From an optimization exercise on the open Yosys and OpenROAD flow, aimed at small area, a short achievable clock period and few clock cycles per item; shortcuts taken in it are not production practice. Function was checked by simulation only, so behaviour that the tests miss may differ from the original.

== north ==
// hsl_to_rgb_converter_unit
module hsl_to_rgb_converter_unit
(
  input  logic             clk_i,
  input  logic             rst_ni,
  input  logic             in_valid_i,
  output logic             in_ready_o,
  input  logic [hsl2rgb_pkg::HueW-1:0]  hue_degrees_i,
  input  logic [hsl2rgb_pkg::PctW-1:0]  saturation_pct_i,
  input  logic [hsl2rgb_pkg::PctW-1:0]  lightness_pct_i,
  output logic             out_valid_o,
  input  logic             out_ready_i,
  output logic [hsl2rgb_pkg::ChanW-1:0] red_o,
  output logic [hsl2rgb_pkg::ChanW-1:0] green_o,
  output logic [hsl2rgb_pkg::ChanW-1:0] blue_o
);
export LEC_CHECK = 0
export ABC_CLOCK_PERIOD_IN_PS = 4500
export CAP_MARGIN = 20
export CORE_MARGIN = 2
export CORE_UTILIZATION = 40
export SETUP_SLACK_MARGIN = 4.6
export SLEW_MARGIN = 20
create_clock -name core_clock -period 9.5 [get_ports {clk_i}]
run.sh (not shown) runs the stock make flow with config.mk's settings and CLKGATE_MAP_FILE= SYNTH_SCRIPT=/design/flow/synth_recipe.tcl, a recipe that flattens the netlist after the stock synthesis.
north ended with every stage complete and zero timing, DRC or antenna violations.
Testbench counts of north, summed over its fixed seeds: cycles 12,032, items 12,000.
For south, these inputs were changed with respect to north:
- a change of CORE_UTILIZATION from 40 to 60
- a change of SETUP_SLACK_MARGIN from 4.6 to 4.3
==> comparison <==
In terms of post-detailed-route count of antenna-violating nets, north and south differ only marginally. Summary of south over north: instance area at placement fell about 1.6%. Side by side, final critical-path required period turned out higher in south than in north.

========
Another version of the RTL of hsl_to_rgb_converter_unit (not shown whole).
Size in the first run: roughly 1500 cells after synthesis, roughly 16000 um2 of cells after synthesis.
// hsl_to_rgb_converter_unit
module hsl_to_rgb_converter_unit
(
  input  logic             clk_i,
  input  logic             rst_ni,
  input  logic             in_valid_i,
  output logic             in_ready_o,
  input  logic [hsl2rgb_pkg::HueW-1:0]  hue_degrees_i,
  input  logic [hsl2rgb_pkg::PctW-1:0]  saturation_pct_i,
  input  logic [hsl2rgb_pkg::PctW-1:0]  lightness_pct_i,
  output logic             out_valid_o,
  input  logic             out_ready_i,
  output logic [hsl2rgb_pkg::ChanW-1:0] red_o,
  output logic [hsl2rgb_pkg::ChanW-1:0] green_o,
  output logic [hsl2rgb_pkg::ChanW-1:0] blue_o
);
export LEC_CHECK = 0
export ABC_CLOCK_PERIOD_IN_PS = 4500
export CAP_MARGIN = 20
export CORE_MARGIN = 2
export CORE_UTILIZATION = 45
export CTS_BUF_LIST = sky130_fd_sc_hd__clkbuf_4 sky130_fd_sc_hd__clkbuf_8
export SETUP_SLACK_MARGIN = 4.75
export SLEW_MARGIN = 20
create_clock -name core_clock -period 9.5 [get_ports {clk_i}]
standard.sh (not shown) runs the stock make flow with config.mk's settings and CLKGATE_MAP_FILE= SYNTH_SCRIPT=/design/flow/synth_recipe.tcl, a recipe that flattens the netlist after the stock synthesis.
==> flow/flow/run.sh <==
#!/bin/bash
# Layout flow: the standard flow, with one netlist step between synthesis and floorplan.
# flow/polfix.py removes inverters around the full and half adders of the synthesized
# netlist (full adders are self-dual, so some may work on complemented signals); the
# registers and every other cell stay as synthesis made them. Each tool's output goes to
# a log of its own: synth.log, polfix.log, layout.log.
set -euo pipefail
R=orfs/results/sky130hd/hsl_to_rgb_converter_unit/base
bash standard.sh synth > synth.log 2>&1
cp "$R/1_2_yosys.v" yosys_netlist.v
python3 flow/polfix.py yosys_netlist.v "$R/1_2_yosys.v" > polfix.log 2>&1
bash standard.sh > layout.log 2>&1
Other scripts of this flow, unchanged in this note and not shown: flow/flow/polfix.py
Testbench counts at the start, summed over its fixed seeds: cycles 12,032, items 12,000.
Rerun with:
- CORE_UTILIZATION: 45 -> 40
- SETUP_SLACK_MARGIN: 4.75 -> 4.85
Final area is higher by 1.1%.
Worst setup slack improves by 81 ps.
Maximum frequency is higher by 1.8%.
Synthesized area is unchanged.
Utilization is lower by 5.7 points.
Non-clock buffer count is higher by 2.
Routed wire length is lower by 0.43%.
Clock-buffer cell count stays the same.
Final cell count is higher by 3.7%.

========
hsl_to_rgb_converter_unit with an RTL version that a note above also has.
For scale: about 1900 cells after synthesis, about 150 flip-flops, about 53 I/O pins.
// hsl_to_rgb_converter_unit
module hsl_to_rgb_converter_unit
(
  input  logic             clk_i,
  input  logic             rst_ni,
  input  logic             in_valid_i,
  output logic             in_ready_o,
  input  logic [hsl2rgb_pkg::HueW-1:0]  hue_degrees_i,
  input  logic [hsl2rgb_pkg::PctW-1:0]  saturation_pct_i,
  input  logic [hsl2rgb_pkg::PctW-1:0]  lightness_pct_i,
  output logic             out_valid_o,
  input  logic             out_ready_i,
  output logic [hsl2rgb_pkg::ChanW-1:0] red_o,
  output logic [hsl2rgb_pkg::ChanW-1:0] green_o,
  output logic [hsl2rgb_pkg::ChanW-1:0] blue_o
);
  localparam bit CutA = 1'b1;
  localparam bit CutB = 1'b1;
  localparam bit CutC = 1'b1;
  localparam bit CutD = 1'b1;
  localparam bit [3:0] Cut = {CutD, CutC, CutB, CutA};
  logic [4:0] vin;    
  logic [4:0] en;     
  assign vin[0] = in_valid_i;
  assign en[4]  = out_ready_i;
  logic [3:0] v;      
  for (genvar i = 0; i < 4; i++) begin : g_valid
    if (Cut[i]) begin : g_reg
      logic v_q;
      always_ff @(posedge clk_i or negedge rst_ni) begin
        if (!rst_ni) begin
          v_q <= 1'b0;
        end else if (en[i]) begin
          v_q <= vin[i];
        end
      end
      assign vin[i+1] = v_q;
      assign v[i]     = v_q;
  ...
export LEC_CHECK = 0
export ABC_CLOCK_PERIOD_IN_PS = 4500
export CAP_MARGIN = 20
export CORE_MARGIN = 2
export CORE_UTILIZATION = 40
export PLACE_DENSITY = 0.75
export SETUP_SLACK_MARGIN = 4.3
export SLEW_MARGIN = 20
create_clock -name core_clock -period 9.5 [get_ports {clk_i}]
run.sh (not shown) runs the stock make flow with config.mk's settings and CLKGATE_MAP_FILE= SYNTH_SCRIPT=/design/flow/synth_recipe.tcl, a recipe that flattens the netlist after the stock synthesis.
Stock flow here: none of the scripts above is used.
The baseline went through all stages and came out clean.
Testbench counts at the start, summed over its fixed seeds: cycles 12,032, items 12,000.
Rerun with:
--- a/flow/config.mk
+++ b/flow/config.mk
@@ -12 +12 @@
-export PLACE_DENSITY = 0.75
+export PLACE_DENSITY = 0.45
The changed run completed with no timing, DRC or antenna violations.
Design area rose by 0.40%.
Worst setup slack improved by 0.012 ns.
Rerun with:
--- a/flow/config.mk
+++ b/flow/config.mk
@@ -12,2 +12 @@
-export PLACE_DENSITY = 0.45
-export SETUP_SLACK_MARGIN = 4.3
+export SETUP_SLACK_MARGIN = 4.6
@@ -14,0 +14,2 @@
+export SYNTH_HIERARCHICAL = 1
+export SYNTH_MINIMUM_KEEP_SIZE = 2000
Global-route usage is lower by 0.32 points.
Via count grows by a few percent.
Design area rises by a few percent.
Final cell count rose by a few percent.
Area after synthesis rose by a few percent.
Sequential cell count does not change.
Routed wire length goes up slightly.
Rerun with:
--- a/flow/config.mk
+++ b/flow/config.mk
@@ -12 +12 @@
-export SETUP_SLACK_MARGIN = 4.6
+export SETUP_SLACK_MARGIN = 4.3
The new run finished with timing, DRC and antenna clean.
Global-route usage goes down by 1.4 points.
First-iteration DRC count goes up by 6.6%.
Count of clock-buffer cells in the layout goes up by 1.
Setup slack loses 0.19 ns.
Utilization goes down by 2.1 points.
Area after synthesis is unchanged.
Wire length goes down by 7.9%.
Final cell count goes down by 2.4%.
Flip-flop and latch count stays the same.

========
== alpha ==
RTL: one of the versions met above, not the one the previous note started from.
Size in the first run: about 1500 cells after synthesis, ~53 I/O pins, about 0.016 sq mm of cells after synthesis.
export LEC_CHECK = 0
export ABC_CLOCK_PERIOD_IN_PS = 4500
export CAP_MARGIN = 20
export CORE_MARGIN = 2
export CORE_UTILIZATION = 40
export CTS_BUF_LIST = sky130_fd_sc_hd__clkbuf_4 sky130_fd_sc_hd__clkbuf_8
export SETUP_SLACK_MARGIN = 5.0
export SLEW_MARGIN = 20
create_clock -name core_clock -period 9.5 [get_ports {clk_i}]
standard.sh (not shown) runs the stock make flow with config.mk's settings and CLKGATE_MAP_FILE= SYNTH_SCRIPT=/design/flow/synth_recipe.tcl, a recipe that flattens the netlist after the stock synthesis.
Scripts as last shown in full above: flow/flow/run.sh
Other scripts of this flow, unchanged in this note and not shown: flow/flow/polfix.py
alpha finished every stage and its layout cleared the timing, DRC and antenna checks.
Testbench counts of alpha, summed over its fixed seeds: cycles 12,032, items 12,000.
Input-level comparison between beta and alpha:
Settings: SETUP_SLACK_MARGIN: 5.0 -> 4.75.
--- outcome ---
Number of gates on the worst path with buffers counted: beta vs alpha up 1. beta: vias after detailed routing lower than alpha. Looking at layout cell share with drive strength beyond 1, beta sits 2.8 points below alpha. Number of placed cells counting well taps: alpha vs beta identical. Measured against each other, alpha and beta differ in slack of the critical path, the higher figure coming from alpha. Looking at alpha and beta, the final hold slack is a wash.

separate check: timing with driven ports:
Ports are ideal in the flow. The routed layouts listed here were re-timed in OpenROAD. Step 1: set_driving_cell puts a clkbuf_16 on clk_i and a buf_2 on each other input, an assumption about the parent block. Step 2 also shifts input and output timing later by t, the mid clock arrival at the registers, as if the neighbouring blocks saw the same clock. a / b / c = ideal / step 1 / step 2; a / b = the first two.
run | t, ns | setup WS [ns] | worst setup path after step 2 | slew at the worst register clock pin (ns) | worst slew at a driven data input, ns
north | 0.490 | 4.447 / 4.447 / 4.447 | register to register | 0.07 / 0.07 | 0.05
south | 0.486 | 4.274 / 4.274 / 3.921 | input to register | 0.07 / 0.07 | 0.03
the first run of note 2 | 0.512 | 4.912 / 4.912 / 4.655 | input to register | 0.10 / 0.10 | 0.04
the second run of note 2 | 0.522 | 4.992 / 4.992 / 4.680 | input to register | 0.10 / 0.10 | 0.04
the first run of note 3 | 0.485 | 4.266 / 4.266 / 4.099 | input to register | 0.07 / 0.07 | 0.05
the second run of note 3 | 0.526 | 4.278 / 4.278 / 4.130 | input to register | 0.07 / 0.07 | 0.04
the third run of note 3 | 0.495 | 4.597 / 4.597 / 4.209 | input to register | 0.07 / 0.07 | 0.04
the fourth run of note 3 | 0.488 | 4.403 / 4.377 / 4.197 | input to register | 0.06 / 0.06 | 0.05
alpha | 0.521 | 4.970 / 4.970 / 4.681 | input to register | 0.10 / 0.10 | 0.04
beta | 0.522 | 4.916 / 4.916 / 4.684 | input to register | 0.10 / 0.10 | 0.04
After both steps every run listed still meets setup and hold. For the third run of note 3, which loses most, drivers alone change the setup slack by 0.000 ns; drivers and shift together by -0.388 ns.
